Context: an optimization exercise on an open-source flow, tuned for small area. The choices shown serve that exercise and are no tape-out recipe. The RTL was checked by simulation tests, not by an equivalence proof against the original design. Power is estimated from default activity; no workload was simulated.

`flow/flow/run.sh`:
```
#!/bin/bash
# Standard layout, with the port buffers made from the smallest buffer cell.
set -e
cp standard.sh standard_sh.txt.log 2>/dev/null || true
export BUFFER_PORTS_ARGS="-buffer_cell sky130_fd_sc_hd__buf_1"
bash standard.sh > standard.log 2>&1
```
`flow/standard.sh`:
```
#!/bin/bash
# synth_recipe.tcl (not shown) runs the flow's synth.tcl, then flattens the netlist and writes it again
# the make line also repeats each setting of config.mk as NAME=value (left out here)
make -C /OpenROAD-flow-scripts/flow DESIGN_CONFIG=/design/flow/config.mk WORK_HOME=/design/flow/orfs CLKGATE_MAP_FILE= SYNTH_SCRIPT=/design/flow/synth_recipe.tcl "${@:-finish}"
```
`flow/config.mk`:
```
export PLATFORM = sky130hd
export DESIGN_NAME = ram_burst_ctrl
export DESIGN_NICKNAME = ram_burst_ctrl
export VERILOG_FILES = /design/flow/design.v
export SDC_FILE = /design/flow/constraint.sdc
export NUM_CORES = 4
export LEC_CHECK = 0
export CAP_MARGIN = 40
export CORE_AREA = 4 4 416 416
export DIE_AREA = 0 0 420 420
export SLEW_MARGIN = 40
```
`flow/constraint.sdc`:
```
create_clock -name core_clock -period 7.0 [get_ports {clk}]
set_input_delay 1.4000 -clock core_clock [delete_from_list [all_inputs] [get_ports {clk}]]
set_output_delay 1.4000 -clock core_clock [all_outputs]
set_load 0.01 [all_outputs]
```
`flow/design.v`:
```
module ram_burst_ctrl #(
  parameter int DATA_W = 32,
  parameter int ADDR_W = 9,
  parameter int BURST  = 16
) (
  input  logic                       clk,
  input  logic                       rst,
  input  logic                       cmd_valid,
  output logic                       cmd_ready,
  input  logic                       cmd_we,
  input  logic [ADDR_W-1:0]          cmd_addr,
  input  logic [5:0]                 cmd_len,
  input  logic                       wr_valid,
  output logic                       wr_ready,
  input  logic [DATA_W-1:0]          wr_data,
  output logic                       rd_valid,
  input  logic                       rd_ready,
  output logic [DATA_W-1:0]          rd_data,
  output logic                       rd_last,
  output logic                       busy,
  output logic                       done,
  output logic                       err,
  output logic                       ram_we,
  output logic [ADDR_W-1:0]          ram_addr,
  output logic [$clog2(BURST)-1:0]   ram_cnt,
  output logic [DATA_W*BURST-1:0]    ram_wdata,
  input  logic [DATA_W*BURST-1:0]    ram_rdata
);
  localparam logic [2:0] S_IDLE   = 3'd0;
  localparam logic [2:0] S_WFILL  = 3'd1;
  localparam logic [2:0] S_WBURST = 3'd2;
  localparam logic [2:0] S_RISSUE = 3'd3;
  localparam logic [2:0] S_RWAIT  = 3'd4;
  localparam logic [2:0] S_RDRAIN = 3'd5;
  logic [2:0]        r_state;
  logic [ADDR_W:0]   r_addr;    
  logic [5:0]        r_left;    
  logic [3:0]        r_idx;     
  logic              r_done;
  logic              r_err;
  logic [DATA_W-1:0] r_wbuf [BURST-1];
  logic [DATA_W-1:0] r_wlast;
  logic w_fill, w_drain, w_wburst, w_accept;
  logic w_wr_hs, w_rd_hs, w_last, w_wdone, w_chunk_end;
  logic [ADDR_W:0] w_addr_inc;
  logic [3:0]      w_cnt;
  assign w_fill      = (r_state == S_WFILL);
  assign w_drain     = (r_state == S_RDRAIN);
  assign w_wburst    = (r_state == S_WBURST);
  assign w_accept    = (r_state == S_IDLE) && cmd_valid;
  assign w_wr_hs     = w_fill && wr_valid;
  assign w_rd_hs     = w_drain && rd_ready;
  assign w_last      = (r_left == '0);
  assign w_wdone     = r_left[5] && r_left[4];
  assign w_chunk_end = (r_idx == 4'd15) || w_last;
  assign w_addr_inc  = r_addr + 1'b1;
  always_ff @(posedge clk) begin
    if (rst) begin
      r_state <= S_IDLE;
      r_done  <= 1'b0;
      r_err   <= 1'b0;
    end else begin
      r_done <= 1'b0;
      case (r_state)
        S_IDLE: begin
          if (cmd_valid) begin
            r_err   <= ({1'b0, cmd_addr} + {4'b0, cmd_len}) > 10'd511;
            r_state <= cmd_we ? S_WFILL : S_RISSUE;
          end
        end
        S_WFILL:  if (wr_valid && w_chunk_end) r_state <= S_WBURST;
        S_WBURST: begin
          r_state <= w_wdone ? S_IDLE : S_WFILL;
          r_done  <= w_wdone;
        end
        S_RISSUE: r_state <= S_RWAIT;
        S_RWAIT:  r_state <= S_RDRAIN;
        S_RDRAIN: begin
          if (rd_ready) begin
            if (w_last) begin
              r_state <= S_IDLE;
              r_done  <= 1'b1;
            end else if (r_idx == 4'd15) begin
              r_state <= S_RISSUE;
            end
          end
        end
        default: r_state <= S_IDLE;
      endcase
    end
  end
  always_ff @(posedge clk) begin
    if (w_accept) begin
      r_addr <= {1'b0, cmd_addr};
      r_left <= cmd_len;
      r_idx  <= '0;
    end else begin
      if (w_wr_hs || w_rd_hs) begin
        r_idx  <= r_idx + 1'b1;
        r_left <= r_left - 1'b1;
      end
      if (w_rd_hs) r_addr <= w_addr_inc;
      else if (w_wburst) r_addr <= {r_addr[ADDR_W:4] + 1'b1, r_addr[3:0]};
    end
  end
  generate
    for (genvar gi = 0; gi < BURST - 1; gi++) begin : g_word
      always_ff @(posedge clk)
        if (w_wr_hs && (r_idx == gi)) r_wbuf[gi] <= wr_data;
      assign ram_wdata[gi*DATA_W +: DATA_W] = r_wbuf[gi];
    end
  endgenerate
  always_ff @(posedge clk) r_wlast <= wr_data;
  assign ram_wdata[(BURST-1)*DATA_W +: DATA_W] = r_wlast;
  assign w_cnt = r_idx - 1'b1;
  assign cmd_ready = (r_state == S_IDLE);
  assign busy      = (r_state != S_IDLE);
  assign wr_ready  = w_fill;
  assign rd_valid  = w_drain;
  assign rd_data   = r_addr[ADDR_W] ? '0 : ram_rdata[DATA_W-1:0];
  assign rd_last   = w_last;
  assign done      = r_done;
  assign err       = r_err;
  assign ram_we    = w_wburst && !r_addr[ADDR_W];
  assign ram_addr  = w_rd_hs ? w_addr_inc[ADDR_W-1:0] : r_addr[ADDR_W-1:0];
  assign ram_cnt   = ((r_addr[ADDR_W-1:4] == 5'h1f) && (w_cnt > ~r_addr[3:0])) ? ~r_addr[3:0] : w_cnt;
endmodule
```
==> metrics.yaml, run 1 <==
sta:
  finalMaxSlewViolations: 0
  timing.final.crit_share: 0.6967
  rsz0062_at_grt: "false"
  finalSetupViolations: 0
  fin_tns_setup_ns: 0
  finalHoldViolCount: 0
  maxSlewHeadroom: 0.3871
  worstMarginPinSlew_ns: 0.9193
  fin_skew_ns: 0.03900
  post-route-min-period_ns: 4.877
  max_freq_ghz: 0.2050
critical_path:
  setup.worst_path.end_class: "output pin"
  crit_type: "flop to output pin"
  arrival_ns: 3.48
  cpPeakStageDelay_ns: 0.60
  crit_fanout: 8
  crit_family: "adder cells"
  cp.required_ns: 5.60
  critPathLaunchType: "flop"
  slowest_stage: "mux2i_1"
  crit_buf_inv: 3
  worstPathCellList: "inv_1 -> ha_1 -> inv_1 -> ha_1 -> nor2b_1 -> o211ai_1 -> a21oi_1 -> mux2i_1 -> buf_1"
placement:
  place_area_mm2: 0.02310
  routabilityCongestion: 0.7614
  dp_hpwl_um: 51560
  portBuffers: 649
clock_network:
  clock_latency_ns: 0.65
  cts_resized: 0
  cts-buffers-inserted: 55
  clk_path_buf_depth: 3
  hold_buffers: 0
  cts_root_buf: "clkbuf_16"
  cts.sinks: 537
  cts_tree: "yes"
  cts_setup_buffers: 0
  h-tree-depth: 2
  cts.clk_slew.worst_paths_ns: 0.07
die:
  die_h_um: 420
  die_w_um: 420
  rows: 150
  design.die.area_mm2: 0.1764
  core_mm2: 0.1680
  io_pins: 1130
  start_util: 0.1032
routing:
  dr_total_vias: 10510
  remaining_drc_errors: 0
  drtIter0Drc: 756
  via_per_inst: 2.773
  wl_um: 67760
  routedWlPerCell_um: 17.88
  ant_nets: 0
  first_pass_iters: 5
synthesis:
  yosysMostFrequentCell: "edfxtp_1"
  synth_common_cells: "edfxtp_1, dfxtp_1, nand2_1, nor2_1, nor2b_1"
  syn-cell-area_mm2: 0.01734
  synthCells: 796
  yosys_warnings: 2
  synth_enable_flop_cells: 495
  ys_top_cells_by_area: "edfxtp_1, dfxtp_1, ha_1"
  syn_avg_cell_area_um2: 21.78
  yosys.cell_types.count: 44
  async_reset_ff_frac: 0
  synth_top_area_cell: "edfxtp_1"
  synth_flop_cell: "edfxtp_1"
  synth-seq-area-share: 0.9059
  yosys_register_bits: 537
  syn-num-nets: 1382
  yosysTopAreaCellShare: 0.8574
grt:
  grt_max_degree: 33
  groute.usage.overall: 0.07034
  grt_overflow: 0
  first_global_vias: 9945
  grt_first_pass_wirelength_um: 84550
  antenna_found_initial: 10
finish:
  area_growth_pct: 44.02
  nFillCells: 18470
  nNetsFinal: 2119
  post-route-util: 0.1486
  final_area_mm2: 0.02497
  final_layout_size_suffix_gt1_frac: 0.1077
power_and_ir_drop:
  leakage_nw: 7.495
  switching_share: 0.2643
  switchingPower_mw: 2.013
  total_power_mw: 7.615
  p_clk_frac: 0.389
  intPower_mw: 5.602
  cellPowerDensity_mw_per_mm2: 305.0
  peakVddDrop_mv: 0.1614
  pwr-share-seq: 0.498
  pwr-share-comb: 0.113
status:
  status: "complete, no violations"
flow_run:
  maxCapViolations: 0
min_path:
  holdCritPathClass: "flop to flop"
[state kept, by name, summed over array words and instances (netlist names)]
register	flops
r_addr	10
r_state	3
r_done	1
r_idx	4
r_err	1
r_left	6
r_wbuf	480
r_wlast	32
[worst register-to-register path: stages, from the launching register on]
cell and delay, ns:
dfxtp_1 0.64, nand2b_1 0.37, nor3b_2 0.45, nand2_1 0.33, nor2_4 0.67, buf_4 0.57
[cell usage in the layout (no fill, tap or decap), types with 4 or more instances in the layout]
cell,instances
buf_1,635
edfxtp_1,495
clkbuf_16,55
dfxtp_1,42
nand2_1,37
nor2b_1,33
buf_4,31
nor2_1,25
ha_1,21
xnor2_1,15
inv_1,13
clkbuf_1,13
o21ai_1,11
nor2_4,11
nand3_1,9
a21oi_1,9
xor2_1,8
clkbuf_8,8
clkinv_2,8
clkbuf_2,8
diode_2,7
o21ai_0,6
buf_8,6
buf_16,6
nor3_1,5
clkinv_1,5
nor3_2,4
[worst paths after layout]
check	start	slack, ns	cells after the start	endpoint
hold / removal	r_err	0.51	1	r_err
setup reg to reg	r_state[0]	3.54	5	r_wbuf[11][3]
hold reg to reg	r_err	0.51	1	r_err
setup / recovery	r_idx[0]	2.12	9	ram_cnt[0]
[layout make-up]
cell class	instances	area, um2	area share
clock inverter	27	302.8	0.01213
antenna	7	17.52	0.0007016
multi-input combinational	231	1619	0.06485
timing repair buffer	693	2969	0.1189
inverter	15	61.31	0.002456
tap	2204	2758	0.1104
clock buffer	76	1535	0.06149
sequential	537	15710	0.6290
[stage by stage]
stage               std cells  setup WS (ns)  hold WS (ns)
finish                   3790          2.123        0.5101
global route             3783          1.765        0.5325
CTS                      3783          1.820        0.5111
detailed placement       3680          2.577        0.4953
global placement         3667          2.654        0.4883
floorplan                 796          2.575        0.5118
[cell families after synthesis]
kind of cell,Yosys count,share of synthesized area
xor+xnor,23,0.01162
flops,537,0.9059
mux,5,0.003031
buf+inv,28,0.006856
simple gates,141,0.04244
compound gates,41,0.01501
fa+ha+maj,21,0.01516
[power groups by stage]
stage	clock (mW)	combinational, mW	sequential, mW
final	2.96	0.861	3.79
after global routing	3.19	0.954	3.81
after CTS	3.07	0.905	3.79
after detailed placement	0	0.899	3.86
after global placement	0	0.886	3.86
after floorplan	0	0.407	3.86
[per-layer routing]
layer  global-route usage  share of wire  wire length (um)  up-vias
met5                    0              0                 0        -
met4              0.02361          0.030              2036        0
met3              0.01584          0.070              4724      108
met2               0.1215           0.51             34270      564
met1              0.08613           0.39             26730     5298
li1                     -              -                 -     4541
==> inputs of run 2 (changes only) <==
==> flow/flow/run.sh (replaced) <==
#!/bin/bash
# Standard layout, with the port buffers made from the smallest buffer cell and a leaner clock tree.
set -e
export BUFFER_PORTS_ARGS="-buffer_cell sky130_fd_sc_hd__buf_1"
export CTS_ARGS="-sink_clustering_enable -repair_clock_nets -dont_use_dummy_load -buf_list sky130_fd_sc_hd__clkbuf_8 -sink_clustering_size 30"
bash standard.sh > standard.log 2>&1
==> run 2 against run 1 <==
  * Critical path depth unchanged
  * Flip-flop and latch count unchanged
  * Combinational power about the same
  * Clock power decreased by 26%
  * Non-clock buffer count unchanged
  * Critical path type unchanged
  * Largest power group unchanged
==> metrics.yaml, run 2 <==
critical_path:
  arrival_ns: 3.52
  worstPathCellList: "inv_1 -> ha_1 -> inv_1 -> ha_1 -> nor2b_1 -> o211ai_1 -> a21oi_1 -> mux2i_1 -> buf_1"
  crit_fanout: 8
  cp.required_ns: 5.60
  crit_type: "flop to output pin"
  critPathLaunchType: "flop"
  rr_worst_depth: 5
  slowest_stage: "mux2i_1"
  setup.worst_path.end_class: "output pin"
  cpPeakStageDelay_ns: 0.60
finish:
  nNetsFinal: 2150
  layout_common_cells: "buf_1, edfxtp_1, clkbuf_8"
  final_common_cell: "buf_1"
  reg.largest.list: "r_wbuf (480), r_wlast (32), r_addr (10)"
  area_growth_pct: 40.20
  final_layout_size_suffix_gt1_frac: 0.1095
  largest_reg_flops: 480
  nFillCells: 18550
  regMostFlops: "r_wbuf"
sta:
  fin_tns_setup_ns: 0
  timing.final.crit_share: 0.7028
  whs_ns: 0.5081
  fin_skew_ns: 0.07287
  rsz0062_at_grt: "false"
  finalMaxSlewViolations: 0
  max_freq_ghz: 0.2033
  finalSetupViolations: 0
  finalHoldViolCount: 0
  maxSlewHeadroom: 0.4222
  post-route-min-period_ns: 4.920
  worstMarginPinSlew_ns: 0.8667
synthesis:
  synth_enable_flop_cells: 495
  syn-cell-area_mm2: 0.01734
  synth-seq-area-share: 0.9059
  synth_common_cells: "edfxtp_1, dfxtp_1, nand2_1, nor2_1, nor2b_1"
  async_reset_ff_frac: 0
  yosys.cell_types.count: 44
  synthCells: 796
  syn-num-nets: 1382
  yosysMostFrequentCell: "edfxtp_1"
  synth_flop_cell: "edfxtp_1"
  yosys_warnings: 2
  yosys_register_bits: 537
  syn_avg_cell_area_um2: 21.78
  synth_top_area_cell: "edfxtp_1"
  yosysTopAreaCellShare: 0.8574
  ys_top_cells_by_area: "edfxtp_1, dfxtp_1, ha_1"
grt:
  grt_overflow: 0
  first_global_vias: 10140
  grt_first_pass_wirelength_um: 84270
  antenna_found_initial: 9
  grt_max_degree: 33
  groute.usage.overall: 0.07061
clock_network:
  h-tree-depth: 3
  cts-buffers-inserted: 86
  cts_root_buf: "clkbuf_8"
  cts_setup_buffers: 0
  clk_path_buf_depth: 3
  cts.clk_slew.worst_paths_ns: 0.06
  cts_tree: "yes"
  cts_resized: 0
  cts.sinks: 537
  hold_buffers: 0
  clock_latency_ns: 0.74
die:
  start_util: 0.1032
  rows: 150
  die_h_um: 420
  io_pins: 1130
  design.die.area_mm2: 0.1764
  core_mm2: 0.1680
  die_w_um: 420
power_and_ir_drop:
  intPower_mw: 5.015
  peakVddDrop_mv: 0.1392
  pwr-share-seq: 0.555
  pwr-share-comb: 0.126
  switching_share: 0.2666
  cellPowerDensity_mw_per_mm2: 281.4
  leakage_nw: 7.221
  total_power_mw: 6.839
  switchingPower_mw: 1.823
  p_clk_frac: 0.319
routing:
  routedWlPerCell_um: 17.85
  drtIter0Drc: 878
  remaining_drc_errors: 0
  wl_um: 67300
  ant_nets: 0
  first_pass_iters: 5
  dr_total_vias: 10530
  via_per_inst: 2.794
min_path:
  holdPathStages: 1
  holdCritPathClass: "flop to flop"
placement:
  portBuffers: 649
  dp_hpwl_um: 51560
  routabilityCongestion: 0.7614
flow_run:
  maxCapViolations: 0
status:
  status: "complete, no violations"
## run 2: cell counts after synthesis
No cell type changed its count.
## run 2: cell families after synthesis
kind of cell	share of synthesized area
flops	0.9059
simple gates	0.04244
compound gates	0.01501
buf+inv	0.006856
xor+xnor	0.01162
fa+ha+maj	0.01516
mux	0.003031
## run 2: cell type report
type	count	area, um2	area share
multi-input combinational	231	1619	0.06661
inverter	15	61.31	0.002522
timing repair buffer	693	2969	0.1222
clock buffer	86	1184	0.04870
sequential	537	15710	0.6461
tap	2204	2758	0.1135
antenna	4	10.01	0.0004118
## run 2: critical path: cells and delay by family, from the launching register on
family,cells,cell delay (ns)
DFF,1,0.53
and+or+nand+nor,1,0.13
buffers and inverters,3,0.42
adders and majority gates,2,0.66
muxes,1,0.60
AOI/OAI and AO/OA,2,0.51
## run 2: power groups by stage
stage / Combinational (mW) / Sequential (mW) / Clock, mW
finish: 0.862 / 3.80 / 2.18
global route: 0.953 / 3.81 / 2.39
CTS: 0.904 / 3.80 / 2.27
detailed placement: 0.899 / 3.86 / 0
global placement: 0.886 / 3.86 / 0
floorplan: 0.407 / 3.86 / 0
## run 2: per-layer routing
metal  vias up  global-route usage  part of all wire
li1       4529                   -                 -
met1      5284             0.08479              0.39
met2       604              0.1201              0.50
met3       116             0.01974             0.076
met4         0             0.02574             0.032
met5         -                   0                 0
## run 2: metrics by stage
stage	utilization	setup WS (ns)	std cells	area, um2
after global routing	0.1446	1.711	3766	24300
final	0.1447	2.080	3770	24310
after floorplan	-	2.575	796	17340
after global placement	0.1358	2.654	3667	22810
after CTS	0.1446	1.748	3766	24290
after detailed placement	0.1375	2.577	3680	23100
## run 2: path summary, 6_finish.rpt
kind              start       endpoint  slack, ns
max            r_idx[0]     ram_cnt[0]       2.08
min               r_err          r_err       0.51
max reg2reg  r_state[0]  r_wbuf[11][3]       3.59
min reg2reg       r_err          r_err       0.51
==> inputs of run 3 (changes only) <==
==> flow/flow/run.sh (replaced) <==
#!/bin/bash
# Standard layout, with the port buffers made from the smallest buffer cell and a leaner clock tree.
set -e
export BUFFER_PORTS_ARGS="-buffer_cell sky130_fd_sc_hd__buf_1"
export CTS_ARGS="-sink_clustering_enable -repair_clock_nets -dont_use_dummy_load -buf_list sky130_fd_sc_hd__clkbuf_4"
bash standard.sh > standard.log 2>&1
==> run 3 against run 2 <==
  * Hold slack got worse by 0.0045 ns
  * Combinational power decreased by 0.6%
  * Utilization decreased by 0.079 points
  * Largest power group unchanged
  * Critical path type unchanged
  * Global-route usage increased by 0.090 points
  * Clock skew increased by 0.052 ns
==> metrics.yaml, run 3 <==
critical_path:
  cpPeakStageDelay_ns: 0.61
  slowest_stage: "mux2i_1"
  crit_family: "adder cells"
  setup.worst_path.end_class: "output pin"
  crit_fanout: 8
  critPathLaunchType: "flop"
  arrival_ns: 3.76
  crit_type: "flop to output pin"
  cp.required_ns: 5.60
  crit_buf_inv: 3
  worstPathCellList: "inv_1 -> ha_1 -> inv_1 -> ha_1 -> nor2b_1 -> o211ai_1 -> a21oi_1 -> mux2i_1 -> buf_1"
clock_network:
  cts.clk_slew.worst_paths_ns: 0.06
  cts_resized: 0
  cts_setup_buffers: 0
  clock_latency_ns: 1.01
  clk_path_buf_depth: 3
  cts-buffers-inserted: 139
  cts.sinks: 537
  h-tree-depth: 4
  cts_tree: "yes"
  hold_buffers: 0
  cts_root_buf: "clkbuf_4"
flow_run:
  maxCapViolations: 0
placement:
  routabilityCongestion: 0.7614
  portBuffers: 649
  dp_hpwl_um: 51560
  place_area_mm2: 0.02310
power_and_ir_drop:
  p_clk_frac: 0.300
  total_power_mw: 6.651
  cellPowerDensity_mw_per_mm2: 275.1
  switchingPower_mw: 1.817
  peakVddDrop_mv: 0.1220
  switching_share: 0.2731
  pwr-share-seq: 0.571
  leakage_nw: 7.242
  intPower_mw: 4.834
  pwr-share-comb: 0.129
min_path:
  holdCritPathClass: "flop to flop"
grt:
  antenna_found_initial: 10
  groute.usage.overall: 0.07151
  grt_first_pass_wirelength_um: 84930
  first_global_vias: 10480
  grt_overflow: 0
  grt_max_degree: 33
synthesis:
  synthCells: 796
  yosys_warnings: 2
  yosysMostFrequentCell: "edfxtp_1"
  synth_enable_flop_cells: 495
  synth_flop_cell: "edfxtp_1"
  ys_top_cells_by_area: "edfxtp_1, dfxtp_1, ha_1"
  synth_common_cells: "edfxtp_1, dfxtp_1, nand2_1, nor2_1, nor2b_1"
  syn-cell-area_mm2: 0.01734
  synth_top_area_cell: "edfxtp_1"
  async_reset_ff_frac: 0
  syn_avg_cell_area_um2: 21.78
  yosys_register_bits: 537
  yosysTopAreaCellShare: 0.8574
  syn-num-nets: 1382
  synth-seq-area-share: 0.9059
  yosys.cell_types.count: 44
routing:
  remaining_drc_errors: 0
  drtIter0Drc: 875
  wl_um: 67730
  ant_nets: 0
  dr_total_vias: 10850
  via_per_inst: 2.837
  first_pass_iters: 5
  routedWlPerCell_um: 17.70
finish:
  largest_reg_flops: 480
  nNetsFinal: 2203
  seqCellArea_mm2: 0.01571
  nFillCells: 18590
  multi_input_area_mm2: 0.001619
  final_area_mm2: 0.02417
  final_common_cell: "buf_1"
  final_layout_size_suffix_gt1_frac: 0.1387
  layout_common_cells: "buf_1, edfxtp_1, clkbuf_4"
  post-route-util: 0.1439
  regMostFlops: "r_wbuf"
  reg.largest.list: "r_wbuf (480), r_wlast (32), r_addr (10)"
  area_growth_pct: 39.43
sta:
  max_freq_ghz: 0.1939
  fin_tns_setup_ns: 0
  worstMarginPinSlew_ns: 0.8899
  finalSetupViolations: 0
  finalHoldViolCount: 0
  rsz0062_at_grt: "false"
  maxSlewHeadroom: 0.4067
  timing.final.crit_share: 0.7367
  finalMaxSlewViolations: 0
  post-route-min-period_ns: 5.157
  fin_skew_ns: 0.1249
die:
  start_util: 0.1032
  core_mm2: 0.1680
  die_h_um: 420
  rows: 150
  io_pins: 1130
  die_w_um: 420
  design.die.area_mm2: 0.1764
status:
  status: "complete, no violations"
[run 3: path summary, 6_finish.rpt]
check / slack, ns / depth (start not counted) / startpoint / to
setup reg to reg: 3.56 / 5 / r_state[0] / r_wbuf[11][27]
hold / removal: 0.50 / 1 / r_err / r_err
setup / recovery: 1.84 / 9 / r_idx[0] / ram_cnt[0]
hold reg to reg: 0.50 / 1 / r_err / r_err
[run 3: power groups by stage]
stage | combinational [mW] | clock, mW | sequential (mW)
floorplan | 0.407 | 0 | 3.86
global placement | 0.886 | 0 | 3.86
detailed placement | 0.899 | 0 | 3.86
CTS | 0.904 | 2.11 | 3.79
global route | 0.954 | 2.27 | 3.81
finish | 0.857 | 2.00 | 3.80
[run 3: cells by family (layout without fill, tap and decap cells)]
logic type / Yosys count / in the layout / synth area share
muxes: 5 / 5 / 0.003031
AOI/OAI and AO/OA: 41 / 41 / 0.01501
xor gates and xnor gates: 23 / 23 / 0.01162
buffers and inverters: 28 / 847 / 0.006856
adders and majority gates: 21 / 21 / 0.01516
DFF: 537 / 537 / 0.9059
and+or+nand+nor: 141 / 141 / 0.04244
other: 0 / 7 / 0
[run 3: cell type report]
cell class,count,area share
sequential,537,0.6497
timing repair buffer,693,0.1228
tap,2204,0.1141
multi-input combinational,231,0.06698
clock buffer,139,0.04317
inverter,15,0.002536
antenna,7,0.0007246
[run 3: routing by layer]
metal	vias to the layer above	wire length, um	global-route usage
met5	-	0	0
met4	0	1748	0.02775
met3	94	5775	0.02422
met2	667	34430	0.1197
met1	5389	25780	0.08417
li1	4704	-	-
[run 3: metrics by stage]
step	setup slack (ns)	cells	hold WS, ns
after floorplan	2.575	796	0.5118
after global placement	2.654	3667	0.4883
after detailed placement	2.577	3680	0.4953
after CTS	1.426	3819	0.4432
after global routing	1.384	3820	0.4959
final	1.843	3826	0.5036
==> inputs of run 4 (changes only) <==
--- a/flow/flow/run.sh
+++ b/flow/flow/run.sh
@@ -4,2 +4,3 @@
 export BUFFER_PORTS_ARGS="-buffer_cell sky130_fd_sc_hd__buf_1"
+export PLACE_PINS_ARGS="-min_distance 1 -min_distance_in_tracks"
 export CTS_ARGS="-sink_clustering_enable -repair_clock_nets -dont_use_dummy_load -buf_list sky130_fd_sc_hd__clkbuf_4"
--- a/flow/config.mk
+++ b/flow/config.mk
@@ -8,4 +8,4 @@
 export CAP_MARGIN = 40
-export CORE_AREA = 4 4 416 416
-export DIE_AREA = 0 0 420 420
+export CORE_AREA = 4 4 246 246
+export DIE_AREA = 0 0 250 250
 export SLEW_MARGIN = 40
==> run 4 against run 3 <==
  * Utilization is 24 points higher
  * Final cell count down 38%
  * Synthesized cell count unchanged
  * Final area down 9.1%
  * Hold slack better by 0.017 ns
  * Critical path depth did not move
==> metrics.yaml, run 4 <==
status:
  status: "complete, no violations"
sta:
  worstMarginPinSlew_ns: 0.8477
  maxSlewHeadroom: 0.4348
  fin_tns_setup_ns: 0
  rsz0062_at_grt: "false"
  fin_skew_ns: 0.09415
  timing.final.crit_share: 0.6734
  finalHoldViolCount: 0
  max_freq_ghz: 0.2121
  post-route-min-period_ns: 4.714
  finalMaxSlewViolations: 0
  finalSetupViolations: 0
  whs_ns: 0.5204
  worst_slack_ns: 2.286
min_path:
  holdCritPathClass: "flop to flop"
  hp-start: "r_err"
  holdPathStages: 1
  whs_endpoint: "r_err"
critical_path:
  critPathLaunchType: "flop"
  rrSetupSlack_ns: 3.56
  cp.required_ns: 5.60
  r2r_start: "r_state[0]"
  setup.worst_path.end_class: "output pin"
  r2r-end: "r_wbuf[2][25]"
  rr_worst_depth: 5
  crit_fanout: 8
  arrival_ns: 3.31
  crit_type: "flop to output pin"
routing:
  ant_nets: 0
  via_per_inst: 4.617
  routedWlPerCell_um: 23.94
  remaining_drc_errors: 0
  drtIter0Drc: 799
  met2_length_um: 22940
  wl_um: 56500
  dr_total_vias: 10900
  detail_route.wirelength.met1_um: 21340
  first_pass_iters: 5
  dr.max_layer_used: "met4"
  met3_length_um: 9930
clock_network:
  cts_setup_buffers: 0
  cts_root_buf: "clkbuf_4"
  cts_resized: 0
  clock_latency_ns: 0.92
  h-tree-depth: 4
  hold_buffers: 0
  cts.sinks: 537
  cts-buffers-inserted: 138
  cts_tree: "yes"
  cts.clk_slew.worst_paths_ns: 0.05
  clk_path_buf_depth: 3
synthesis:
  yosys_register_bits: 537
  synth_enable_flop_cells: 495
  async_reset_ff_frac: 0
  synth_flop_cell: "edfxtp_1"
  synthCells: 796
  syn_avg_cell_area_um2: 21.78
  yosysTopAreaCellShare: 0.8574
  syn-cell-area_mm2: 0.01734
  ys_top_cells_by_area: "edfxtp_1, dfxtp_1, ha_1"
  synth_common_cells: "edfxtp_1, dfxtp_1, nand2_1, nor2_1, nor2b_1"
  yosysMostFrequentCell: "edfxtp_1"
  yosys_warnings: 2
  yosys.cell_types.count: 44
  synth-seq-area-share: 0.9059
  synth_top_area_cell: "edfxtp_1"
  syn-num-nets: 1382
grt:
  grt_max_degree: 36
  grt_overflow: 0
  grt_first_pass_wirelength_um: 78000
  antenna_found_initial: 2
  first_global_vias: 11030
  groute.usage.overall: 0.1747
finish:
  nNetsFinal: 2178
  reg.largest.list: "r_wbuf (480), r_wlast (32), r_addr (10)"
  layout_common_cells: "buf_1, edfxtp_1, clkbuf_4"
  regMostFlops: "r_wbuf"
  final_layout_size_suffix_gt1_frac: 0.1189
  stdcell_count: 2360
  final_area_mm2: 0.02198
  post-route-util: 0.3802
  area_growth_pct: 26.78
  largest_reg_flops: 480
  final_common_cell: "buf_1"
placement:
  place_inst: 2216
  dp_hpwl_um: 38450
  place_area_mm2: 0.02092
  portBuffers: 649
  preCtsSetupSlack_ns: 2.967
  routabilityCongestion: 0.9157
die:
  design.die.area_mm2: 0.06250
  rows: 88
  core_mm2: 0.05781
  start_util: 0.2999
  die_h_um: 250
  die_w_um: 250
  io_pins: 1130
power_and_ir_drop:
  peakVddDrop_mv: 0.1649
  total_power_mw: 6.506
  leakage_nw: 7.032
  cellPowerDensity_mw_per_mm2: 296.0
flow_run:
  maxCapViolations: 0
==> run 4: cell families (layout without fill, tap and decap cells) <==
logic type	count (synthesis)	count (layout)	share of synthesized area
compound gates	41	41	0.01501
xor+xnor	23	23	0.01162
fa+ha+maj	21	21	0.01516
buf+inv	28	822	0.006856
flops	537	537	0.9059
mux	5	5	0.003031
other cells	0	5	0
simple gates	141	141	0.04244
==> run 4: how the worst max path moves through the flow <==
stage,startpoint,end,cells after the start
3_3_place_gp,rd_ready,ram_addr[8],5
6_report,r_idx[0],ram_cnt[3],9
3_5_place_dp,rd_ready,ram_addr[8],5
2_1_floorplan,wr_valid,r_wbuf[0][0],3
4_1_cts,r_idx[0],ram_cnt[2],9
5_1_grt,r_idx[0],ram_cnt[2],9
==> run 4: final cells by class <==
type                            count  area, um2
Tap cell                          765      957.2
Clock buffer                      138       1036
Antenna cell                        5      12.51
Timing Repair Buffer              669       2591
Inverter                           15      61.31
Fill cell                        5449      35830
Sequential cell                   537      15710
Multi-Input combinational cell    231       1615
==> run 4: layer usage <==
| layer | vias up | global-route usage |
|---|---|---|
| met5 | - | 0 |
| met4 | 0 | 0.08353 |
| met3 | 139 | 0.1046 |
| met2 | 1012 | 0.2438 |
| met1 | 5114 | 0.2153 |
| li1 | 4630 | - |
==> run 4: worst max-delay path, cell delays in order, from the launching register on <==
cell      delay [ns]
dfxtp_1         0.51
inv_1           0.14
ha_1            0.35
inv_1           0.06
ha_1            0.28
nor2b_1         0.13
o211ai_1        0.09
a21oi_1         0.38
mux2_2          0.39
buf_1           0.16
==> run 4: where the power goes <==
group | switching (mW) | internal [mW]
combinational | 0.518 | 0.242
sequential | 0.116 | 3.68
clock | 1.05 | 0.891
total | 1.69 | 4.82
==> inputs of run 5 (changes only) <==
==> flow/flow/run.sh (replaced) <==
#!/bin/bash
# Standard layout, with the port buffers made from the smallest buffer cell and a leaner clock tree.
set -e
export BUFFER_PORTS_ARGS="-buffer_cell sky130_fd_sc_hd__buf_1"
export PLACE_PINS_ARGS="-min_distance 1 -min_distance_in_tracks"
export CTS_ARGS="-sink_clustering_enable -repair_clock_nets -dont_use_dummy_load -buf_list sky130_fd_sc_hd__clkbuf_8 -sink_clustering_size 20 -sink_clustering_max_diameter 60"
bash standard.sh > standard.log 2>&1
==> run 5 against run 4 <==
  * Final cell count fell by 4.3%
  * Highest routed layer unchanged
  * Critical endpoint is now ram_cnt[2]
  * First-iteration DRC count fell by 1.9%
  * Flip-flop and latch count did not move
  * Register-to-register slack improved by 0.14 ns
  * Count of clock-buffer cells in the layout fell by 98
==> metrics.yaml, run 5 <==
synthesis:
  synthCells: 796
  syn_avg_cell_area_um2: 21.78
  yosysMostFrequentCell: "edfxtp_1"
  synth-seq-area-share: 0.9059
  synth_top_family_by_area: "simple AND/OR/NAND/NOR gates"
  yosys_register_bits: 537
  synthMuxAreaShare: 0.003031
  yosysTopAreaCellShare: 0.8574
  synth_flop_cell: "edfxtp_1"
  syn-num-nets: 1382
  yosys.area_share.simple: 0.04244
  synth_compound_area_frac: 0.01501
  synth_common_cells: "edfxtp_1, dfxtp_1, nand2_1, nor2_1, nor2b_1"
  synthAdderAreaFrac: 0.01516
  synth_xor_area_frac: 0.01162
  synth_enable_flop_cells: 495
  ys_top_cells_by_area: "edfxtp_1, dfxtp_1, ha_1"
  syn-cell-area_mm2: 0.01734
  yosys_warnings: 2
  synth_top_area_cell: "edfxtp_1"
  async_reset_ff_frac: 0
  yosys.cell_types.count: 44
die:
  core_mm2: 0.05781
  start_util: 0.2999
  die_w_um: 250
  design.die.area_mm2: 0.06250
  io_pins: 1130
  die_h_um: 250
  rows: 88
critical_path:
  worstSetupStartpoint: "r_idx[0]"
  critPathLaunchType: "flop"
  endpoint: "ram_cnt[2]"
  rrSetupSlack_ns: 3.70
  cp.required_ns: 5.60
  crit_type: "flop to output pin"
  crit_fanout: 8
  setup.worst_path.end_class: "output pin"
  r2r_start: "r_state[0]"
  r2r-end: "r_wbuf[2][7]"
  arrival_ns: 3.04
  rr_worst_depth: 5
placement:
  dp_hpwl_um: 38450
  place_inst: 2216
  preCtsSetupSlack_ns: 2.967
  routabilityCongestion: 0.9157
  portBuffers: 649
finish:
  stdcell_count: 2258
  post-route-util: 0.3717
  largest_reg_flops: 480
  final_common_cell: "buf_1"
  nNetsFinal: 2080
  final_layout_size_suffix_gt1_frac: 0.06099
  layout_common_cells: "buf_1, edfxtp_1, dfxtp_1"
  regMostFlops: "r_wbuf"
  reg.largest.list: "r_wbuf (480), r_wlast (32), r_addr (10)"
  area_growth_pct: 23.92
power_and_ir_drop:
  peakVddDrop_mv: 0.1658
  leakage_nw: 6.685
  switchingPower_mw: 1.534
  p_clk_frac: 0.237
  cellPowerDensity_mw_per_mm2: 277.7
  pwr-share-seq: 0.636
  switching_share: 0.2572
  intPower_mw: 4.432
  pwr-share-comb: 0.127
sta:
  maxSlewHeadroom: 0.4627
  worst_slack_ns: 2.561
  finalSetupViolations: 0
  timing.final.crit_share: 0.6341
  finalHoldViolCount: 0
  worstMarginPinSlew_ns: 0.8060
  whs_ns: 0.5143
  rsz0062_at_grt: "false"
  finalMaxSlewViolations: 0
  fin_tns_setup_ns: 0
  fin_skew_ns: 0.1002
  post-route-min-period_ns: 4.439
  max_freq_ghz: 0.2253
routing:
  dr_total_vias: 10360
  drtIter0Drc: 784
  ant_nets: 0
  via_per_inst: 4.589
  remaining_drc_errors: 0
  first_pass_iters: 5
  wl_um: 55390
  routedWlPerCell_um: 24.53
clock_network:
  cts_setup_buffers: 0
  hold_buffers: 0
  clk_path_buf_depth: 3
  cts.clk_slew.worst_paths_ns: 0.08
  cts_root_buf: "clkbuf_8"
  cts.sinks: 537
  clock_latency_ns: 0.63
  cts_tree: "yes"
  cts-buffers-inserted: 40
  cts_resized: 0
  h-tree-depth: 2
grt:
  grt_max_degree: 36
  antenna_found_initial: 0
  first_global_vias: 10210
  grt_overflow: 0
  grt_first_pass_wirelength_um: 75810
  groute.usage.overall: 0.1679
status:
  status: "complete, no violations"
min_path:
  holdCritPathClass: "flop to flop"
flow_run:
  maxCapViolations: 0
==> run 5: cell types whose count changed in the layout (fill, tap and decap cells not counted) <==
| cell | change |
|---|---|
| diode_2 | -4 |
| clkbuf_8 | +40 |
| clkbuf_4 | -138 |
==> run 5: worst min-delay path by stage <==
stage,slack [ns],cells after the start,from,endpoint
after floorplan,0.51,2,r_idx[1],r_idx[1]
after global placement,0.48,1,r_err,r_err
after detailed placement,0.49,1,r_err,r_err
after CTS,0.52,1,r_err,r_err
after global routing,0.56,1,r_err,r_err
final,0.51,1,r_err,r_err
==> run 5: routing by layer <==
metal,part of all wire,vias up,wire length [um],GRT usage
li1,-,4382,-,-
met1,0.38,4904,20970,0.2168
met2,0.41,947,22430,0.2386
met3,0.17,129,9685,0.08879
met4,0.042,0,2302,0.06641
met5,0,-,0,0
==> run 5: power by group through the flow <==
stage,clock network (mW),logic (mW),registers (mW)
final,1.41,0.760,3.79
after global routing,1.60,0.834,3.81
after CTS,1.47,0.761,3.79
after detailed placement,0,0.757,3.86
after global placement,0,0.746,3.86
after floorplan,0,0.407,3.86
==> run 5: area by class of cell <==
| cell class | instances | area, um2 |
|---|---|---|
| fillers | 5449 | 36320 |
| inverters | 15 | 61.31 |
| clock buffers | 40 | 550.5 |
| diodes | 1 | 2.502 |
| multi-input cells | 231 | 1615 |
| well taps | 765 | 957.2 |
| flip-flops and latches | 537 | 15710 |
| repair buffers | 669 | 2591 |
==> run 5: critical path: stages, from the launching register on <==
cell      delay [ns]
dfxtp_1         0.51
inv_1           0.14
ha_1            0.35
inv_1           0.06
ha_1            0.28
nor2b_1         0.13
o211ai_1        0.09
a21oi_1         0.39
mux2_2          0.39
buf_1           0.16
==> run 5: cells by family (layout without fill, tap and decap cells) <==
| group | count (synthesis) | in the layout |
|---|---|---|
| flip-flops | 537 | 537 |
| AND/OR/NAND/NOR | 141 | 141 |
| AO/OA/AOI/OAI | 41 | 41 |
| buffers and inverters | 28 | 724 |
| XOR/XNOR | 23 | 23 |
| adder cells (fa/ha/maj) | 21 | 21 |
| multiplexers | 5 | 5 |
| other | 0 | 1 |
==> run 5: stage by stage <==
step           total power [mW]  area, um2
2_1_floorplan             4.271      17340
3_3_place_gp              4.604      20910
3_5_place_dp              4.620      20920
4_1_cts                   6.019      21470
5_1_grt                   6.241      21480
6_report                  5.967      21480
==> inputs of run 6 (changes only) <==
==> flow/flow/run.sh (replaced) <==
#!/bin/bash
# Standard layout, with the port buffers made from the smallest buffer cell and a leaner clock tree.
set -e
export BUFFER_PORTS_ARGS="-buffer_cell sky130_fd_sc_hd__buf_1"
export PLACE_PINS_ARGS="-min_distance 1 -min_distance_in_tracks"
export CTS_ARGS="-sink_clustering_enable -repair_clock_nets -dont_use_dummy_load -buf_list sky130_fd_sc_hd__clkbuf_16 -sink_clustering_size 36 -sink_clustering_max_diameter 70"
bash standard.sh > standard.log 2>&1
==> run 6 against run 5 <==
  * Still clean on timing, DRC and antenna
  * Wire length down 0.52%
  * Critical path depth is the same
  * First-iteration DRC count is 5.9% higher
  * Sequential share of layout area shrank 0.41 points
  * Hold slack better by 0.00077 ns
  * Final cell count down 0.62%
==> metrics.yaml, run 6 <==
status:
  status: "complete, no violations"
routing:
  wl_um: 55100
  dr_total_vias: 10290
  routedWlPerCell_um: 24.56
  ant_nets: 0
  first_pass_iters: 5
  drtIter0Drc: 830
  remaining_drc_errors: 0
  via_per_inst: 4.584
finish:
  nNetsFinal: 2067
  final_common_cell: "buf_1"
  largest_reg_flops: 480
  layout_common_cells: "buf_1, edfxtp_1, dfxtp_1"
  reg.largest.list: "r_wbuf (480), r_wlast (32), r_addr (10)"
  final_area_mm2: 0.02161
  area_growth_pct: 24.63
  regMostFlops: "r_wbuf"
  stdcell_count: 2244
  post-route-util: 0.3738
  antennaDiodeCount: 0
  final_layout_size_suffix_gt1_frac: 0.05274
sta:
  finalHoldViolCount: 0
  max_freq_ghz: 0.2272
  worstMarginPinSlew_ns: 0.8160
  finalMaxSlewViolations: 0
  post-route-min-period_ns: 4.402
  fin_skew_ns: 0.1071
  timing.final.crit_share: 0.6288
  finalSetupViolations: 0
  whs_ns: 0.5151
  fin_tns_setup_ns: 0
  maxSlewHeadroom: 0.4560
  rsz0062_at_grt: "false"
die:
  die_h_um: 250
  io_pins: 1130
  die_w_um: 250
  core_mm2: 0.05781
  design.die.area_mm2: 0.06250
  start_util: 0.2999
  rows: 88
synthesis:
  async_reset_ff_frac: 0
  yosys.cell_types.count: 44
  syn_avg_cell_area_um2: 21.78
  ys_top_cells_by_area: "edfxtp_1, dfxtp_1, ha_1"
  synth-seq-area-share: 0.9059
  synth_enable_flop_cells: 495
  yosysMostFrequentCell: "edfxtp_1"
  synth_top_area_cell: "edfxtp_1"
  synth_flop_cell: "edfxtp_1"
  synth_common_cells: "edfxtp_1, dfxtp_1, nand2_1, nor2_1, nor2b_1"
  yosys_warnings: 2
  syn-num-nets: 1382
  yosysTopAreaCellShare: 0.8574
  syn-cell-area_mm2: 0.01734
  synthCells: 796
  yosys_register_bits: 537
clock_network:
  cts_root_buf: "clkbuf_16"
  cts.sinks: 537
  cts_tree: "yes"
  cts_setup_buffers: 0
  clk_path_buf_depth: 3
  cts.clk_slew.worst_paths_ns: 0.06
  clock_latency_ns: 0.62
  hold_buffers: 0
  h-tree-depth: 1
  cts_resized: 0
  cts-buffers-inserted: 27
critical_path:
  cpPeakStageDelay_ns: 0.51
  arrival_ns: 3.00
  slowest_stage: "dfxtp_1"
  critPathLaunchType: "flop"
  crit_fanout: 8
  rr_worst_depth: 5
  setup.worst_path.end_class: "output pin"
  worstPathCellList: "inv_1 -> ha_1 -> inv_1 -> ha_1 -> nor2b_1 -> o211ai_1 -> a21oi_1 -> mux2_2 -> buf_1"
  crit_type: "flop to output pin"
  cp.required_ns: 5.60
grt:
  grt_first_pass_wirelength_um: 75410
  grt_overflow: 0
  antenna_found_initial: 0
  groute.usage.overall: 0.1660
  grt_max_degree: 37
  first_global_vias: 10060
placement:
  portBuffers: 649
  place_inst: 2216
  place_area_mm2: 0.02092
  dp_hpwl_um: 38450
  routabilityCongestion: 0.9157
min_path:
  holdPathStages: 1
  holdCritPathClass: "flop to flop"
power_and_ir_drop:
  cellPowerDensity_mw_per_mm2: 284.0
  peakVddDrop_mv: 0.1793
  leakage_nw: 6.730
flow_run:
  maxCapViolations: 0
-- run 6: critical path: cells and delay by family (launching register included) --
family	cells	cell delay, ns
AO/OA/AOI/OAI	2	0.47
adder cells (fa/ha/maj)	2	0.63
buffers and inverters	3	0.36
flip-flops	1	0.51
multiplexers	1	0.39
AND/OR/NAND/NOR	1	0.13
-- run 6: through the flow --
step / power (mW) / worst slack [ns]
6_report: 6.136 / 2.598
3_5_place_dp: 4.620 / 2.967
5_1_grt: 6.405 / 2.375
2_1_floorplan: 4.271 / 2.575
3_3_place_gp: 4.604 / 2.973
4_1_cts: 6.182 / 2.562
-- run 6: report_power, final --
part	total, mW	switching, mW	internal [mW]
registers	3.79	0.116	3.68
clock network	1.58	0.898	0.685
logic	0.759	0.517	0.242
total	6.14	1.53	4.60
-- run 6: kinds of logic (layout without fill, tap and decap cells) --
kind of cell / count (synthesis) / count (layout) / synth area share
fa+ha+maj: 21 / 21 / 0.01516
simple gates: 141 / 141 / 0.04244
flops: 537 / 537 / 0.9059
buf+inv: 28 / 711 / 0.006856
compound gates: 41 / 41 / 0.01501
mux: 5 / 5 / 0.003031
xor+xnor: 23 / 23 / 0.01162
-- run 6: per-layer routing --
| layer | GRT usage | part of all wire |
|---|---|---|
| met3 | 0.08431 | 0.17 |
| met5 | 0 | 0 |
| met1 | 0.2187 | 0.39 |
| met4 | 0.05563 | 0.039 |
| met2 | 0.2385 | 0.41 |
-- run 6: cell type report --
| type | count | area, um2 |
|---|---|---|
| timing repair buffer | 669 | 2591 |
| multi-input combinational | 231 | 1615 |
| inverter | 15 | 61.31 |
| sequential | 537 | 15710 |
| tap | 765 | 957.2 |
| fill | 5433 | 36200 |
| clock buffer | 27 | 675.6 |
-- run 6: path summary, 6_finish.rpt --
path	from	endpoint	slack, ns
max	r_idx[0]	ram_cnt[3]	2.60
min	r_err	r_err	0.52
max reg2reg	r_state[0]	r_wbuf[2][8]	3.67
min reg2reg	r_err	r_err	0.52
==> inputs of run 7 (changes only) <==
==> flow/flow/run.sh (replaced) <==
#!/bin/bash
# Standard layout, with the port buffers made from the smallest buffer cell and a leaner clock tree.
set -e
export BUFFER_PORTS_ARGS="-buffer_cell sky130_fd_sc_hd__buf_1"
export PLACE_PINS_ARGS="-min_distance 1 -min_distance_in_tracks"
export CTS_ARGS="-sink_clustering_enable -repair_clock_nets -dont_use_dummy_load -buf_list sky130_fd_sc_hd__clkbuf_16 -sink_clustering_size 30 -sink_clustering_max_diameter 80"
bash standard.sh > standard.log 2>&1
--- a/flow/config.mk
+++ b/flow/config.mk
@@ -8,4 +8,4 @@
 export CAP_MARGIN = 40
-export CORE_AREA = 4 4 246 246
-export DIE_AREA = 0 0 250 250
+export CORE_AREA = 4 4 206 206
+export DIE_AREA = 0 0 210 210
 export SLEW_MARGIN = 40
==> run 7 against run 6 <==
  * Critical endpoint unchanged
  * Hold slack improved by 0.0038 ns
  * Sequential power barely moved
  * Maximum frequency rose by 0.66%
  * Total power fell by 0.91%
  * Clock skew fell by 0.024 ns
  * Via count rose by 3.2%
  * Final area fell by 1.5%
  * Global-route usage rose by 8.6 points
  * Non-clock buffer count fell by 3
  * Sequential share of layout area rose by 1.1 points
  * Combinational power fell by 2%
  * Critical path depth did not move
  * Still clean on timing, DRC and antenna
==> metrics.yaml, run 7 <==
power_and_ir_drop:
  leakage_nw: 6.713
  p_clk_frac: 0.253
  total_power_mw: 6.080
  switchingPower_mw: 1.503
  pwr-share-seq: 0.624
  switching_share: 0.2473
  cellPowerDensity_mw_per_mm2: 285.8
  peakVddDrop_mv: 0.1789
  pwr-share-comb: 0.123
  intPower_mw: 4.577
sta:
  fin_skew_ns: 0.08325
  finalSetupViolations: 0
  worstMarginPinSlew_ns: 0.7893
  max_freq_ghz: 0.2287
  rsz0062_at_grt: "false"
  finalMaxSlewViolations: 0
  finalHoldViolCount: 0
  post-route-min-period_ns: 4.373
  worst_slack_ns: 2.627
  maxSlewHeadroom: 0.4738
  timing.final.crit_share: 0.6247
  fin_tns_setup_ns: 0
critical_path:
  arrival_ns: 2.97
  worstPathCellList: "inv_1 -> ha_1 -> inv_1 -> ha_1 -> nor2b_1 -> o211ai_1 -> a21oi_1 -> mux2_2 -> buf_1"
  crit_fanout: 8
  crit_type: "flop to output pin"
  critPathLaunchType: "flop"
  slowest_stage: "dfxtp_1"
  setup.worst_path.end_class: "output pin"
  cp.required_ns: 5.60
  cpPeakStageDelay_ns: 0.51
synthesis:
  yosysTopAreaCellShare: 0.8574
  synth_common_cells: "edfxtp_1, dfxtp_1, nand2_1, nor2_1, nor2b_1"
  yosys_warnings: 2
  async_reset_ff_frac: 0
  synth-seq-area-share: 0.9059
  syn-cell-area_mm2: 0.01734
  yosys_register_bits: 537
  yosysMostFrequentCell: "edfxtp_1"
  ys_top_cells_by_area: "edfxtp_1, dfxtp_1, ha_1"
  synth_flop_cell: "edfxtp_1"
  synth_enable_flop_cells: 495
  synthCells: 796
  syn_avg_cell_area_um2: 21.78
  synth_top_area_cell: "edfxtp_1"
  syn-num-nets: 1382
  yosys.cell_types.count: 44
die:
  design.die.area_mm2: 0.04410
  rows: 73
  io_pins: 1130
  die_h_um: 210
  core_mm2: 0.04001
  start_util: 0.4334
  die_w_um: 210
clock_network:
  cts_resized: 0
  cts_setup_buffers: 0
  clk_path_buf_depth: 3
  cts.clk_slew.worst_paths_ns: 0.07
  cts_root_buf: "clkbuf_16"
  hold_buffers: 0
  cts-buffers-inserted: 26
  cts_tree: "yes"
  clock_latency_ns: 0.59
  cts.sinks: 537
  h-tree-depth: 1
finish:
  final_layout_size_suffix_gt1_frac: 0.05288
  nNetsFinal: 2063
  area_growth_pct: 22.71
  regMostFlops: "r_wbuf"
  layout_common_cells: "buf_1, edfxtp_1, dfxtp_1"
  final_common_cell: "buf_1"
  stdcell_count: 2004
  final_area_mm2: 0.02127
  largest_reg_flops: 480
  reg.largest.list: "r_wbuf (480), r_wlast (32), r_addr (10)"
placement:
  portBuffers: 649
  place_inst: 1974
  preCtsSetupSlack_ns: 3.062
  routabilityCongestion: 0.9669
  dp_hpwl_um: 42610
  place_area_mm2: 0.02061
routing:
  routedWlPerCell_um: 29.19
  via_per_inst: 5.299
  dr_total_vias: 10620
  first_pass_iters: 5
  ant_nets: 0
  remaining_drc_errors: 0
  drtIter0Drc: 984
  wl_um: 58500
grt:
  grt_overflow: 0
  grt_first_pass_wirelength_um: 78910
  groute.usage.overall: 0.2525
  antenna_found_initial: 1
  first_global_vias: 10090
  grt_max_degree: 36
flow_run:
  maxCapViolations: 0
status:
  status: "complete, no violations"
min_path:
  holdCritPathClass: "flop to flop"
run 7: cell counts after synthesis:
Identical to the previous run, type by type.
run 7: stage by stage:
stage	utilization	hold slack, ns
floorplan	-	0.5118
global placement	0.5148	0.4780
detailed placement	0.5152	0.4980
CTS	0.5314	0.5149
global route	0.5316	0.5495
finish	0.5318	0.5189
run 7: power groups by stage:
stage	Clock, mW	Sequential [mW]	Combinational [mW]
after floorplan	0	3.86	0.407
after global placement	0	3.86	0.735
after detailed placement	0	3.87	0.743
after CTS	1.57	3.79	0.747
after global routing	1.69	3.81	0.812
final	1.54	3.79	0.746
run 7: layout make-up:
| type | instances | area (um2) |
|---|---|---|
| antenna | 4 | 10.01 |
| clock buffer | 26 | 650.6 |
| fill | 3200 | 18730 |
| inverter | 15 | 61.31 |
| multi-input combinational | 231 | 1615 |
| sequential | 537 | 15710 |
| tap | 525 | 656.9 |
| timing repair buffer | 666 | 2574 |
run 7: path summary, 6_finish.rpt:
check	depth (start not counted)	startpoint	end	slack [ns]
max	9	r_idx[0]	ram_cnt[3]	2.63
min	1	r_err	r_err	0.52
max reg2reg	5	r_state[0]	r_wbuf[1][9]	3.85
min reg2reg	1	r_err	r_err	0.52
run 7: worst max-delay path, delay by kind of cell, from the launching register on:
kind,cells,cell delay (ns)
mux,1,0.38
flops,1,0.51
fa+ha+maj,2,0.63
compound gates,2,0.45
simple gates,1,0.14
buf+inv,3,0.36
run 7: per-layer routing:
metal / share of wire / up-vias / wire, um / GRT usage
met5: 0 / - / 0 / 0
met4: 0.080 / 0 / 4677 / 0.1598
met3: 0.15 / 175 / 8709 / 0.1054
met2: 0.42 / 882 / 24700 / 0.3696
met1: 0.35 / 5208 / 20410 / 0.3125
li1: - / 4355 / - / -
run 7: cell families (layout without fill, tap and decap cells):
family / Yosys count / in the layout / share of synthesized area
flip-flops: 537 / 537 / 0.9059
AND/OR/NAND/NOR: 141 / 141 / 0.04244
AO/OA/AOI/OAI: 41 / 41 / 0.01501
buffers and inverters: 28 / 707 / 0.006856
XOR/XNOR: 23 / 23 / 0.01162
adder cells (fa/ha/maj): 21 / 21 / 0.01516
multiplexers: 5 / 5 / 0.003031
other: 0 / 4 / 0
==> inputs of run 8 (changes only) <==
--- a/flow/config.mk
+++ b/flow/config.mk
@@ -8,4 +8,4 @@
 export CAP_MARGIN = 40
-export CORE_AREA = 4 4 206 206
-export DIE_AREA = 0 0 210 210
+export CORE_AREA = 4 4 246 246
+export DIE_AREA = 0 0 250 250
 export SLEW_MARGIN = 40
==> run 8 against run 7 <==
  * Wire length shrank 5.8%
  * Hold slack worse by 0.0021 ns
  * Flip-flop and latch count did not move
  * Via count shrank 2.7%
  * Worst setup slack worse by 0.040 ns
  * Maximum frequency fell by 0.91%
  * Utilization is 16 points lower
  * First-iteration DRC count fell by 15%
  * Critical path depth did not move
  * Combinational power up 2%
  * Critical endpoint unchanged
  * Largest cell class unchanged
==> metrics.yaml, run 8 <==
status:
  status: "complete, no violations"
synthesis:
  synthCells: 796
  synth_xor_area_frac: 0.01162
  async_reset_ff_frac: 0
  synthAdderAreaFrac: 0.01516
  synthMuxAreaShare: 0.003031
  synth_enable_flop_cells: 495
  yosys.area_share.simple: 0.04244
  yosys_warnings: 2
  yosys_register_bits: 537
  syn-cell-area_mm2: 0.01734
  syn-num-nets: 1382
  synth_top_family_by_area: "simple AND/OR/NAND/NOR gates"
  ys_top_cells_by_area: "edfxtp_1, dfxtp_1, ha_1"
  yosysMostFrequentCell: "edfxtp_1"
  syn_avg_cell_area_um2: 21.78
  synth-seq-area-share: 0.9059
  synth_compound_area_frac: 0.01501
  yosysTopAreaCellShare: 0.8574
  synth_top_area_cell: "edfxtp_1"
  synth_common_cells: "edfxtp_1, dfxtp_1, nand2_1, nor2_1, nor2b_1"
  synth_flop_cell: "edfxtp_1"
  yosys.cell_types.count: 44
routing:
  remaining_drc_errors: 0
  wl_um: 55100
  routedWlPerCell_um: 24.55
  first_pass_iters: 4
  drtIter0Drc: 839
  via_per_inst: 4.603
  ant_nets: 0
  dr_total_vias: 10330
grt:
  groute.usage.overall: 0.1657
  antenna_found_initial: 0
  first_global_vias: 10100
  grt_first_pass_wirelength_um: 75270
  grt_overflow: 0
  grt_max_degree: 36
critical_path:
  crit_fanout: 8
  crit_type: "flop to output pin"
  setup.worst_path.end_class: "output pin"
  critPathLaunchType: "flop"
  rr_worst_depth: 5
  rrSetupSlack_ns: 3.64
  r2r_start: "r_state[0]"
  r2r-end: "r_wbuf[2][21]"
  arrival_ns: 3.01
  cp.required_ns: 5.60
power_and_ir_drop:
  leakage_nw: 6.718
  intPower_mw: 4.580
  pwr-share-comb: 0.124
  p_clk_frac: 0.254
  cellPowerDensity_mw_per_mm2: 282.7
  pwr-share-seq: 0.622
  switchingPower_mw: 1.521
  switching_share: 0.2493
  peakVddDrop_mv: 0.1917
die:
  start_util: 0.2999
  rows: 88
  core_mm2: 0.05781
  io_pins: 1130
  die_h_um: 250
  design.die.area_mm2: 0.06250
  die_w_um: 250
sta:
  rsz0062_at_grt: "false"
  finalHoldViolCount: 0
  max_freq_ghz: 0.2266
  post-route-min-period_ns: 4.413
  finalMaxSlewViolations: 0
  maxSlewHeadroom: 0.4598
  worstMarginPinSlew_ns: 0.8103
  timing.final.crit_share: 0.6304
  finalSetupViolations: 0
  fin_skew_ns: 0.06503
  fin_tns_setup_ns: 0
finish:
  final_layout_size_suffix_gt1_frac: 0.05210
  largest_reg_flops: 480
  regMostFlops: "r_wbuf"
  layout_common_cells: "buf_1, edfxtp_1, dfxtp_1"
  area_growth_pct: 24.50
  multi_input_area_mm2: 0.001615
  nNetsFinal: 2066
  post-route-util: 0.3734
  final_common_cell: "buf_1"
  nFillCells: 5433
  reg.largest.list: "r_wbuf (480), r_wlast (32), r_addr (10)"
  seqCellArea_mm2: 0.01571
clock_network:
  hold_buffers: 0
  cts_root_buf: "clkbuf_16"
  cts_tree: "yes"
  cts_resized: 0
  cts.clk_slew.worst_paths_ns: 0.08
  h-tree-depth: 1
  clock_latency_ns: 0.59
  cts_setup_buffers: 0
  cts-buffers-inserted: 26
  clk_path_buf_depth: 3
  cts.sinks: 537
min_path:
  holdCritPathClass: "flop to flop"
  holdPathStages: 1
  whs_endpoint: "r_err"
  hp-start: "r_err"
flow_run:
  maxCapViolations: 0
placement:
  dp_hpwl_um: 38450
  routabilityCongestion: 0.9157
  portBuffers: 649
## run 8: cell type report
cell class / instances / share of cell area
multi-input cells: 231 / 0.07484
repair buffers: 669 / 0.1201
inverters: 15 / 0.002840
flip-flops and latches: 537 / 0.7277
well taps: 765 / 0.04435
clock buffers: 26 / 0.03014
diodes: 1 / 0.0001159
## run 8: worst max path at each step
| stage | to | depth (start not counted) | start | slack [ns] |
|---|---|---|---|---|
| detailed placement | ram_addr[8] | 5 | rd_ready | 2.97 |
| global route | ram_cnt[2] | 9 | r_idx[0] | 2.36 |
| finish | ram_cnt[3] | 9 | r_idx[0] | 2.59 |
| floorplan | r_wbuf[0][0] | 3 | wr_valid | 2.57 |
| global placement | ram_addr[8] | 5 | rd_ready | 2.97 |
| CTS | ram_cnt[2] | 9 | r_idx[0] | 2.55 |
## run 8: logic make-up (layout without fill, tap and decap cells)
family          after synthesis  count (layout)
buf+inv                      28             710
flops                       537             537
other cells                   0               1
xor+xnor                     23              23
mux                           5               5
simple gates                141             141
fa+ha+maj                    21              21
compound gates               41              41
## run 8: power groups by stage
stage	registers, mW	logic, mW	clock network, mW
global placement	3.86	0.746	0
global route	3.81	0.834	1.73
floorplan	3.86	0.407	0
CTS	3.79	0.761	1.59
finish	3.79	0.759	1.55
detailed placement	3.86	0.757	0
## run 8: critical path, cell delays in order, from the launching register on
cell	delay, ns
dfxtp_1	0.51
inv_1	0.14
ha_1	0.35
inv_1	0.06
ha_1	0.28
nor2b_1	0.13
o211ai_1	0.09
a21oi_1	0.38
mux2_2	0.39
buf_1	0.16
## run 8: through the flow
| step | hold slack (ns) | cell area [um2] | power (mW) | worst slack (ns) | instances |
|---|---|---|---|---|---|
| 4_1_cts | 0.5215 | 21570 | 6.147 | 2.554 | 2242 |
| 6_report | 0.5168 | 21580 | 6.101 | 2.587 | 2244 |
| 2_1_floorplan | 0.5118 | 17340 | 4.271 | 2.575 | 796 |
| 5_1_grt | 0.5556 | 21580 | 6.375 | 2.364 | 2243 |
| 3_3_place_gp | 0.4814 | 20910 | 4.604 | 2.973 | 2215 |
| 3_5_place_dp | 0.4939 | 20920 | 4.620 | 2.967 | 2216 |
## run 8: per-layer routing
metal	global-route usage	share of wire	wire length, um
met1	0.2151	0.38	20950
met3	0.08681	0.17	9487
met5	0	0	0
met4	0.06007	0.043	2355
met2	0.2374	0.40	22300
==> inputs of run 9 (changes only) <==
==> flow/run.sh (new file) <==
#!/bin/bash
# synth_recipe.tcl (not shown) runs the flow's synth.tcl, then flattens the netlist and writes it again
# the make line also repeats each setting of config.mk as NAME=value (left out here)
make -C /OpenROAD-flow-scripts/flow DESIGN_CONFIG=/design/flow/config.mk WORK_HOME=/design/flow/orfs CLKGATE_MAP_FILE= SYNTH_SCRIPT=/design/flow/synth_recipe.tcl finish
--- a/flow/config.mk
+++ b/flow/config.mk
@@ -8,4 +8,4 @@
 export CAP_MARGIN = 40
-export CORE_AREA = 4 4 246 246
-export DIE_AREA = 0 0 250 250
+export CORE_AREA = 4 4 416 416
+export DIE_AREA = 0 0 420 420
 export SLEW_MARGIN = 40
removed: flow/flow/run.sh
removed: flow/standard.sh
==> run 9 against run 8 <==
  * Maximum frequency down 15%
  * Total power up 29%
  * First-iteration DRC count down 17%
  * Synthesized area unchanged
  * Register-to-register slack better by 0.03 ns
  * Non-clock buffer count up 17
  * Critical endpoint is now ram_cnt[0]
  * Largest power group unchanged
==> metrics.yaml, run 9 <==
status:
  status: "complete, no violations"
die:
  core_mm2: 0.1680
  die_w_um: 420
  io_pins: 1130
  die_h_um: 420
  start_util: 0.1032
  design.die.area_mm2: 0.1764
  rows: 150
critical_path:
  cp.required_ns: 5.60
  rrSetupSlack_ns: 3.67
  critPathLaunchType: "flop"
  arrival_ns: 3.79
  setup.worst_path.end_class: "output pin"
  r2r_start: "r_state[0]"
  r2r-end: "r_wbuf[0][1]"
  crit_fanout: 8
  rr_worst_depth: 5
  crit_type: "flop to output pin"
sta:
  fin_skew_ns: 0.04868
  maxSlewHeadroom: 0.4751
  timing.final.crit_share: 0.7413
  finalMaxSlewViolations: 0
  post-route-min-period_ns: 5.189
  fin_tns_setup_ns: 0
  max_freq_ghz: 0.1927
  worstMarginPinSlew_ns: 0.7849
  finalHoldViolCount: 0
  finalSetupViolations: 0
  rsz0062_at_grt: "false"
power_and_ir_drop:
  switching_share: 0.2526
  intPower_mw: 5.892
  switchingPower_mw: 1.992
  pwr-share-seq: 0.481
  cellPowerDensity_mw_per_mm2: 272.7
  peakVddDrop_mv: 0.2166
  leakage_nw: 9.219
  total_power_mw: 7.884
  p_clk_frac: 0.387
  pwr-share-comb: 0.132
min_path:
  holdPathStages: 1
  whs_endpoint: "r_err"
  hp-start: "r_err"
  holdCritPathClass: "flop to flop"
synthesis:
  synthCells: 796
  ys_top_cells_by_area: "edfxtp_1, dfxtp_1, ha_1"
  yosys_register_bits: 537
  syn-cell-area_mm2: 0.01734
  synth_common_cells: "edfxtp_1, dfxtp_1, nand2_1, nor2_1, nor2b_1"
  yosysTopAreaCellShare: 0.8574
  syn_avg_cell_area_um2: 21.78
  yosys.cell_types.count: 44
  synth_enable_flop_cells: 495
  syn-num-nets: 1382
  synth_flop_cell: "edfxtp_1"
  synth_top_area_cell: "edfxtp_1"
  yosysMostFrequentCell: "edfxtp_1"
  synth-seq-area-share: 0.9059
  yosys_warnings: 2
  async_reset_ff_frac: 0
routing:
  remaining_drc_errors: 0
  drtIter0Drc: 695
  wl_um: 70240
  ant_nets: 0
  routedWlPerCell_um: 18.61
  dr_total_vias: 10310
  first_pass_iters: 4
  via_per_inst: 2.732
finish:
  layout_common_cells: "clkdlybuf4s50_1, edfxtp_1, clkbuf_16"
  stdcell_count: 3774
  final_layout_size_suffix_gt1_frac: 0.1059
  area_growth_pct: 66.79
  final_area_mm2: 0.02892
  final_common_cell: "clkdlybuf4s50_1"
  regMostFlops: "r_wbuf"
  nFillCells: 18110
  multi_input_area_mm2: 0.001619
  seqCellArea_mm2: 0.01571
  nNetsFinal: 2112
  largest_reg_flops: 480
  reg.largest.list: "r_wbuf (480), r_wlast (32), r_addr (10)"
placement:
  dp_hpwl_um: 53820
  place_inst: 3673
  portBuffers: 649
  routabilityCongestion: 0.7395
  place_area_mm2: 0.02700
clock_network:
  clock_latency_ns: 0.65
  cts-buffers-inserted: 55
  clk_path_buf_depth: 3
  cts.sinks: 537
  hold_buffers: 0
  cts_resized: 0
  cts_root_buf: "clkbuf_16"
  cts_tree: "yes"
  cts.clk_slew.worst_paths_ns: 0.06
  h-tree-depth: 2
  cts_setup_buffers: 0
flow_run:
  maxCapViolations: 0
grt:
  first_global_vias: 10080
  grt_first_pass_wirelength_um: 87880
  antenna_found_initial: 14
  grt_max_degree: 32
  grt_overflow: 0
  groute.usage.overall: 0.07328
-- run 9: cell counts after synthesis --
No cell type changed its count.
-- run 9: area by class of cell --
class                           count  area share
Timing Repair Buffer              686      0.2370
Clock buffer                       75     0.05435
Antenna cell                        2   0.0001731
Clock inverter                     24     0.01186
Inverter                           15    0.002120
Sequential cell                   537      0.5431
Multi-Input combinational cell    231     0.05599
Tap cell                         2204     0.09537
-- run 9: worst max path at each step --
stage / startpoint / end
after global routing: r_idx[0] / ram_cnt[1]
after global placement: rd_ready / ram_addr[8]
after detailed placement: rd_ready / ram_addr[8]
after CTS: r_idx[0] / ram_cnt[0]
after floorplan: wr_valid / r_wbuf[0][0]
final: r_idx[0] / ram_cnt[0]
-- run 9: layer usage --
layer | share of wire | GRT usage | vias to the layer above
met5 | 0 | 0 | -
met4 | 0.030 | 0.02468 | 0
met3 | 0.071 | 0.01999 | 101
met2 | 0.51 | 0.1270 | 516
met1 | 0.39 | 0.08714 | 5178
li1 | - | - | 4514
-- run 9: cell families (layout without fill, tap and decap cells) --
logic type | count (synthesis) | after routing | share of synthesized area
flops | 537 | 537 | 0.9059
simple gates | 141 | 141 | 0.04244
compound gates | 41 | 41 | 0.01501
buf+inv | 28 | 800 | 0.006856
xor+xnor | 23 | 23 | 0.01162
fa+ha+maj | 21 | 21 | 0.01516
mux | 5 | 5 | 0.003031
other cells | 0 | 2 | 0
-- run 9: power by group through the flow --
stage	Sequential (mW)	Clock, mW	Combinational (mW)
5_1_grt	3.81	3.27	1.15
3_3_place_gp	3.85	0	1.09
2_1_floorplan	3.86	0	0.407
6_report	3.79	3.05	1.04
3_5_place_dp	3.86	0	1.10
4_1_cts	3.79	3.14	1.10
-- run 9: per-stage QoR --
step           hold slack, ns  setup WS [ns]    util
2_1_floorplan          0.5118          2.575       -
3_3_place_gp           0.4978          2.130  0.1596
3_5_place_dp           0.4996          2.110  0.1607
4_1_cts                0.5264          1.639  0.1721
5_1_grt                0.5618          1.515  0.1721
6_report               0.5222          1.811  0.1721
-- run 9: worst max-delay path, cell delays in order (launching register included) --
cell and delay (ns):
dfxtp_1 0.53, inv_1 0.15, ha_1 0.37, inv_1 0.06
ha_1 0.28, nor2b_1 0.13, o211ai_1 0.08, a21oi_1 0.42
mux2i_2 0.52, clkdlybuf4s50_1 0.65

-- port drivers added, routing unchanged --
The flow's constraints put no driver on any port. The routed layouts listed below were extracted and timed again, unchanged, in two steps. Step 1 (the two cells are an assumption about what drives the block):
set clk [get_ports {clk}]
set_driving_cell -lib_cell sky130_fd_sc_hd__clkbuf_16 $clk
set_driving_cell -lib_cell sky130_fd_sc_hd__buf_2 [delete_from_list [all_inputs] $clk]
Step 2 moves the port delays by t, midway between the first and last clock arrival at a register: inputs arrive t later, outputs are due t later. That takes back most of the time a late clock gives input paths. Slacks: ideal ports / drivers / drivers and shift; pairs: ideal ports / drivers.
run	t, ns	slack for setup (ns)	worst hold slack (ns)	worst setup path at the end
run 1	0.684	2.123 / 2.069 / 2.753	0.510 / 0.510 / 0.510	register to output
run 2	0.744	2.080 / 2.028 / 2.772	0.508 / 0.508 / 0.508	register to output
run 3	0.996	1.843 / 1.792 / 2.788	0.504 / 0.504 / 0.504	register to output
run 4	0.908	2.286 / 2.236 / 2.966	0.520 / 0.520 / 0.520	input to output
run 5	0.620	2.561 / 2.511 / 2.967	0.514 / 0.514 / 0.514	input to output
run 6	0.609	2.598 / 2.548 / 2.977	0.515 / 0.515 / 0.515	input to output
run 7	0.605	2.627 / 2.574 / 2.954	0.519 / 0.519 / 0.519	input to output
run 8	0.605	2.587 / 2.535 / 2.969	0.517 / 0.517 / 0.517	input to output
run 9	0.675	1.811 / 1.757 / 2.159	0.522 / 0.522 / 0.522	input to output
After both steps setup and hold are still met in every run listed.
